Source: an optimization exercise on an open RTL-to-GDS flow (aim: small area, a short achievable clock period and few clock cycles per item). Production flows keep margins and buffers that such runs may drop. Function was checked by simulation only, so behaviour that the tests miss may differ from the original.

[flow/run.sh]
#!/bin/bash
# synth_recipe.tcl (not shown) runs the flow's synth.tcl, then flattens the netlist and writes it again
# the make line also repeats each setting of config.mk as NAME=value (left out here)
make -C /OpenROAD-flow-scripts/flow DESIGN_CONFIG=/design/flow/config.mk WORK_HOME=/design/flow/orfs CLKGATE_MAP_FILE= SYNTH_SCRIPT=/design/flow/synth_recipe.tcl finish
[flow/config.mk]
export PLATFORM = sky130hd
export DESIGN_NAME = link_force_sequencer
export DESIGN_NICKNAME = link_force_sequencer
export VERILOG_FILES = /design/flow/design.v
export SDC_FILE = /design/flow/constraint.sdc
export NUM_CORES = 4
export LEC_CHECK = 0
export CAP_MARGIN = 20
export CORE_MARGIN = 2
export CORE_UTILIZATION = 40
export SLEW_MARGIN = 20
[flow/constraint.sdc]
create_clock -name core_clock -period 8.0 [get_ports {clk}]
set_input_delay 1.6000 -clock core_clock [delete_from_list [all_inputs] [get_ports {clk}]]
set_output_delay 1.6000 -clock core_clock [all_outputs]
set_load 0.01 [all_outputs]
[flow/design.v]
package mi_pipeline_pkg;
  localparam int SIZE       = 27;
  localparam int ADDR_WIDTH = 4;
  localparam int LINK_WIDTH = 4;
  localparam int K_WIDTH    = 18;
  localparam int FRAC       = 16;
  typedef enum logic [1:0] {
    IDLE,
    RUN,
    DRAIN,
    FINISH
  } state_t;
  function automatic logic signed [63:0] sat_force(
    input logic signed [63:0] v,
    input int                 w
  );
    logic signed [63:0] hi;
    logic signed [63:0] lo;
    hi = (64'sd1 <<< (w - 1)) - 64'sd1;
    lo = -(64'sd1 <<< (w - 1));
    if (v > hi)
      sat_force = hi;
    else if (v < lo)
      sat_force = lo;
    else
      sat_force = v;
  endfunction
endpackage
module link_table #(
  parameter int LINK_WIDTH = 4,
  parameter int ADDR_WIDTH = 4,
  parameter int K_WIDTH    = 18
) (
  input  logic                      clk,
  input  logic                      rst_n,
  input  logic                      we,
  input  logic [LINK_WIDTH-1:0]     waddr,
  input  logic [ADDR_WIDTH-1:0]     wmass_a,
  input  logic [ADDR_WIDTH-1:0]     wmass_b,
  input  logic signed [K_WIDTH-1:0] wk,
  input  logic [LINK_WIDTH-1:0]     raddr,
  output logic [ADDR_WIDTH-1:0]     rmass_a,
  output logic [ADDR_WIDTH-1:0]     rmass_b,
  output logic signed [K_WIDTH-1:0] rk
);
  localparam int DEPTH = 1 << LINK_WIDTH;
  logic        [ADDR_WIDTH-1:0] a_mem [DEPTH];
  logic        [ADDR_WIDTH-1:0] b_mem [DEPTH];
  logic signed [K_WIDTH-1:0]    k_mem [DEPTH];
  always_ff @(posedge clk or negedge rst_n) begin
    if (!rst_n) begin
      for (int i = 0; i < DEPTH; i++) begin
        a_mem[i] <= '0;
        b_mem[i] <= '0;
        k_mem[i] <= '0;
      end
    end else if (we) begin
      a_mem[waddr] <= wmass_a;
      b_mem[waddr] <= wmass_b;
      k_mem[waddr] <= wk;
    end
  end
  assign rmass_a = a_mem[raddr];
  assign rmass_b = b_mem[raddr];
  assign rk      = k_mem[raddr];
endmodule
module link_force_sequencer #(
  parameter int SIZE       = mi_pipeline_pkg::SIZE,
  parameter int ADDR_WIDTH = mi_pipeline_pkg::ADDR_WIDTH,
  parameter int LINK_WIDTH = mi_pipeline_pkg::LINK_WIDTH,
  parameter int K_WIDTH    = mi_pipeline_pkg::K_WIDTH,
  parameter int FRAC       = mi_pipeline_pkg::FRAC
) (
  input  logic                      clk,
  input  logic                      rst_n,
  input  logic                      start,
  input  logic [LINK_WIDTH:0]       n_links,
  input  logic                      cfg_we,
  input  logic [LINK_WIDTH-1:0]     cfg_addr,
  input  logic [ADDR_WIDTH-1:0]     cfg_mass_a,
  input  logic [ADDR_WIDTH-1:0]     cfg_mass_b,
  input  logic signed [K_WIDTH-1:0] cfg_k,
  output logic [ADDR_WIDTH-1:0]     r_addr_q1,
  output logic [ADDR_WIDTH-1:0]     r_addr_q2,
  input  logic signed [SIZE-1:0]    q1,
  input  logic signed [SIZE-1:0]    q2,
  output logic                      out_valid,
  input  logic                      out_ready,
  output logic [ADDR_WIDTH-1:0]     out_mass_a,
  output logic [ADDR_WIDTH-1:0]     out_mass_b,
  output logic signed [SIZE-1:0]    out_force,
  output logic                      busy,
  output logic                      done
);
  localparam int PW = SIZE + K_WIDTH + 1;
  mi_pipeline_pkg::state_t state;
  mi_pipeline_pkg::state_t state_d;
  logic [LINK_WIDTH-1:0] idx;
  logic [LINK_WIDTH:0]   n_lat;
  logic                  last;
  logic                  run;
  logic                  stall;
  logic        [ADDR_WIDTH-1:0] t_a;
  logic        [ADDR_WIDTH-1:0] t_b;
  logic signed [K_WIDTH-1:0]    t_k;
  logic                         s1_valid;
  logic signed [SIZE:0]         s1_diff;
  logic signed [K_WIDTH-1:0]    s1_k;
  logic        [ADDR_WIDTH-1:0] s1_a;
  logic        [ADDR_WIDTH-1:0] s1_b;
  logic signed [SIZE:0]      diff_d;
  logic signed [PW-1:0]      prod;
  logic signed [PW-1:0]      shifted;
  logic signed [SIZE-1:0]    force_d;
  assign run   = (state == mi_pipeline_pkg::RUN);
  assign busy  = (state == mi_pipeline_pkg::RUN) || (state == mi_pipeline_pkg::DRAIN);
  assign done  = (state == mi_pipeline_pkg::FINISH);
  assign stall = out_valid & ~out_ready;
  assign last  = ({1'b0, idx} == (n_lat - 1'b1));
  link_table #(
    .LINK_WIDTH (LINK_WIDTH),
    .ADDR_WIDTH (ADDR_WIDTH),
    .K_WIDTH    (K_WIDTH)
  ) u_table (
    .clk     (clk),
    .rst_n   (rst_n),
    .we      (cfg_we & ~busy),
    .waddr   (cfg_addr),
    .wmass_a (cfg_mass_a),
    .wmass_b (cfg_mass_b),
    .wk      (cfg_k),
    .raddr   (idx),
    .rmass_a (t_a),
    .rmass_b (t_b),
    .rk      (t_k)
  );
  assign r_addr_q1 = run ? t_a : '0;
  assign r_addr_q2 = run ? t_b : '0;
  always_comb begin
    state_d = state;
    unique case (state)
      mi_pipeline_pkg::IDLE:
        if (start)
          state_d = (n_links == '0) ? mi_pipeline_pkg::FINISH : mi_pipeline_pkg::RUN;
      mi_pipeline_pkg::RUN:
        if (!stall && last)
          state_d = mi_pipeline_pkg::DRAIN;
      mi_pipeline_pkg::DRAIN:
        if (out_valid && out_ready && !s1_valid)
          state_d = mi_pipeline_pkg::FINISH;
      mi_pipeline_pkg::FINISH:
        state_d = mi_pipeline_pkg::IDLE;
      default:
        state_d = mi_pipeline_pkg::IDLE;
    endcase
  end
  always_ff @(posedge clk or negedge rst_n) begin
    if (!rst_n)
      state <= mi_pipeline_pkg::IDLE;
    else
      state <= state_d;
  end
  always_ff @(posedge clk or negedge rst_n) begin
    if (!rst_n) begin
      idx   <= '0;
      n_lat <= '0;
    end else if (state == mi_pipeline_pkg::IDLE && start) begin
      idx   <= '0;
      n_lat <= n_links;
    end else if (run && !stall && !last) begin
      idx <= idx + 1'b1;
    end
  end
  assign diff_d = {q2[SIZE-1], q2} - {q1[SIZE-1], q1};
  always_ff @(posedge clk or negedge rst_n) begin
    if (!rst_n) begin
      s1_valid <= 1'b0;
      s1_diff  <= '0;
      s1_k     <= '0;
      s1_a     <= '0;
      s1_b     <= '0;
    end else if (!stall) begin
      s1_valid <= run;
      if (run) begin
        s1_diff <= diff_d;
        s1_k    <= t_k;
        s1_a    <= t_a;
        s1_b    <= t_b;
      end
    end
  end
  assign prod    = PW'(s1_diff) * PW'(s1_k);
  assign shifted = prod >>> FRAC;
  assign force_d = SIZE'(mi_pipeline_pkg::sat_force(64'(shifted), SIZE));
  always_ff @(posedge clk or negedge rst_n) begin
    if (!rst_n) begin
      out_valid  <= 1'b0;
      out_mass_a <= '0;
      out_mass_b <= '0;
      out_force  <= '0;
    end else if (!stall) begin
      out_valid <= s1_valid;
      if (s1_valid) begin
        out_mass_a <= s1_a;
        out_mass_b <= s1_b;
        out_force  <= force_d;
      end
    end
  end
endmodule
==> summary.txt <==
Die
  • Cell row count: around 120
  • Die height: 324 µm
  • Initial Util: 40.3%
  • Die area: 105,000 µm²
  • IO Pins: 140
  • Die width: 324 µm
  • Core Box Area: about 100,000 µm²

Routing
  • 1st-pass router iterations: 5
  • Antenna viol nets, final: 0
  • Vias per cell: about 5.3
  • Vias: between 20k and 30k
  • # DRC: 0
  • Iter 0 DRT Violations: around 2k
  • Routed len/inst: roughly 22 µm
  • Post-Route WL: 116,000 µm

Timing
  • Post-route worst setup slack: 0.584 ns
  • Tcrit/Tclk final: between 90% and 100%
  • Fin. Hold Viols: 0
  • Clk_skew: 0.0538 ns
  • Setup TNS: 0 ns
  • Unrepaired setup endpoints after global routing: no
  • Final min period: between 7 and 8 ns
  • Slew @ Worst Pin: 1.10 ns
  • # setup viols final: 0
  • Final Max Slew Viols: 0
  • Fmax: ~130 MHz
  • Slew headroom: 26.5%

Synthesis
  • Synth cell types: 80
  • Synth Cell Area: 41,000 µm²
  • Primary FF master, synth: dfrtp_1
  • Post-synthesis cell count: 3,827
  • Post-synth ARST share: 100%
  • #FFs+latches synth: between 500 and 600
  • Ranking of synthesized cells by area: dfrtp_1, fa_1, mux2_2
  • Yosys Warn Count: 5
  • Synth area leader: dfrtp_1
  • Post-synth net total: about 4.6k
  • Seq/Total Area, Yosys: 31.6%
  • Post-synth EDFFs: 0
  • Synth Area per Inst: 10.7 µm²
  • Yosys top cell area share: between 30% and 40%

CTS
  • Post-CTS setup buffers: 0
  • Worst-Skew Late Latency: 0.65 ns
  • CTS tree: yes
  • Number of clock sinks: 518
  • Clock Tree Buf Depth: 3
  • CTS buffer count: 56
  • Cts repair resizes: 0
  • Hold_buf cts: 0
  • CTS H-tree depth: 2
  • CTS root buf: clkbuf_16
  • Clock-pin transition on the worst setup and hold timing paths: 0.06 ns

Critical path
  • Worst path required time: 8.48 ns
  • Setup CP Type: reg2reg
  • Crit end category: flop
  • Startpoint types: flop
  • Crit-path max FO: 26
  • Worst path arrival time: 7.90 ns

Hold path
  • Min-Delay Path Class: reg2reg

Place
  • Post-detail-place hpwl: 79,500 µm
  • Pre-CTS setup slack: approximately 0.53 ns
  • I/O Buffers: about 140
  • Placer Congestion: about 0.84

Global route
  • First-pass GRT wire length: about 180,000 µm
  • Largest net degree at the start of global routing: 170
  • Vias in the first global route: about 30k
  • Global Route Usage Sum: around 23%
  • Antenna violations before repair: 9
  • Gr ovfl total: 0

Layout
  • Layout cell share with drive strength beyond 1: around 17%
  • Area Overhead vs Synth: 11.8%
  • Fin nets: 4,585
  • Most common cell after layout, fill and taps aside: inv_1
  • Most frequent cells in the layout: inv_1, dfrtp_1, fa_1, mux2_2, nand2_1

Job
  • Max capacitance violation total: 0

Outcome
  • Run status: finished clean
==> path summary, 6_finish.rpt <==
check	to	from	slack [ns]	depth (start not counted)
worst max-delay path	out_force[4]	s1_diff[24]	0.58	23
worst min-delay path	s1_a[0]	s1_a[0]	0.48	2
worst max register to register	out_force[4]	s1_diff[24]	0.58	23
worst min register to register	s1_a[0]	s1_a[0]	0.48	2
max in group asynchronous	u_table.k_mem[4][11]	rst_n	5.63	2
min in group asynchronous	s1_diff[5]	rst_n	0.92	1
==> worst max-delay path, stage by stage (launching register included) <==
cell and delay, ns:
dfrtp_1 0.94, and2_1 0.26, fa_1 0.47, fa_1 0.55, inv_1 0.05, fa_1 0.51, inv_1 0.08, fa_1 0.50
fa_1 0.49, inv_1 0.05, fa_1 0.47, inv_1 0.04, ha_1 0.40, nand2_1 0.27, nor4_1 0.42, o2111ai_1 0.21
a31oi_1 0.22, buf_4 0.18, o21ai_0 0.12, xor2_1 0.18, nor3_2 0.26, a211oi_4 0.10, buf_12 0.18, o311ai_0 0.31
==> metrics by stage <==
stage	area (µm²)	instances	hold WS [ns]	utilization (%)
floorplan	41000	3827	0.440	-
global placement	43900	5167	0.460	43.1
detailed placement	43900	5167	0.464	43.1
CTS	45800	5271	0.482	45.0
global route	45800	5272	0.512	45.0
finish	45800	5272	0.483	45.0
==> Yosys cell counts (all sizes together) (13+ instances only) <==
master,n
xnor2,41
and2,210
a21oi,76
nor3,17
nand3,17
o21ai,57
o22a,18
ha,145
inv,600
clkbuf,225
dfrtp,518
a22o,49
a22oi,64
xor2,19
nand2b,13
buf,19
a221oi,47
a21o,20
a222oi,25
mux2,430
nor2,84
o311ai,26
fa,489
nand2,426
nand4,32
==> logic make-up after synthesis <==
group	synth area share, %
adder cells (fa/ha/maj)	28.3
XOR/XNOR	1.28
AND/OR/NAND/NOR	9.89
multiplexers	11.9
buffers and inverters	7.81
AO/OA/AOI/OAI	9.18
flip-flops	31.6
==> flip-flops by register name, summed over array words and instances, names as in the netlist, 4 cells and up <==
register,flops
s1_b,4
out_mass_b,4
n_lat,5
s1_diff,28
u_table.b_mem,64
s1_a,4
out_force,27
out_mass_a,4
u_table.k_mem,288
s1_k,18
u_table.a_mem,64
idx,4
==> cell type report <==
cell class | instances | area, µm²
Clock inverter | 26 | 293
Multi-Input combinational cell | 2464 | 24900
Clock buffer | 78 | 1650
Timing Repair Buffer | 216 | 2040
Fill cell | 9549 | 55900
Inverter | 601 | 2260
Tap cell | 1368 | 1710
Sequential cell | 518 | 13000
Antenna cell | 1 | 2.50
==> layer usage <==
metal  part of all wire (%)  up-vias  global-route usage [%]
li1                       -    12531                       -
met1                     45    14615                    31.0
met2                     46      834                    37.3
met3                    6.4      181                    3.65
met4                    2.5       12                    5.75
met5                  0.064        -                       0
Testbench counts, summed over its fixed seeds: cycles 6,671, items 5,157.

[separate check: timing with driven ports]
How much do the figures lean on ideal ports? The routed layout below was timed once more, with nothing changed but the port constraints.
Step 1: set_driving_cell puts a clkbuf_16 on clk and a buf_2 on each other input, an assumption about the parent block.
Step 2 times the ports against the registers' clock, not the clock port: input delays grow and output delays shrink by t, the midpoint of the rising clock arrivals with the driver on.
a / b / c = ideal / step 1 / step 2; a / b = the first two.
t, ns: 0.686
slack for setup (ns): 0.584 / 0.584 / 0.584
worst setup path at the end: register to register
latest minus earliest clock arrival (ns): 0.055 / 0.055
slew at the worst register clock pin (ns): 0.08 / 0.08
After both steps setup and hold are still met in this run. For this run, drivers alone change the setup slack by 0.000 ns; drivers and shift together by 0.000 ns.
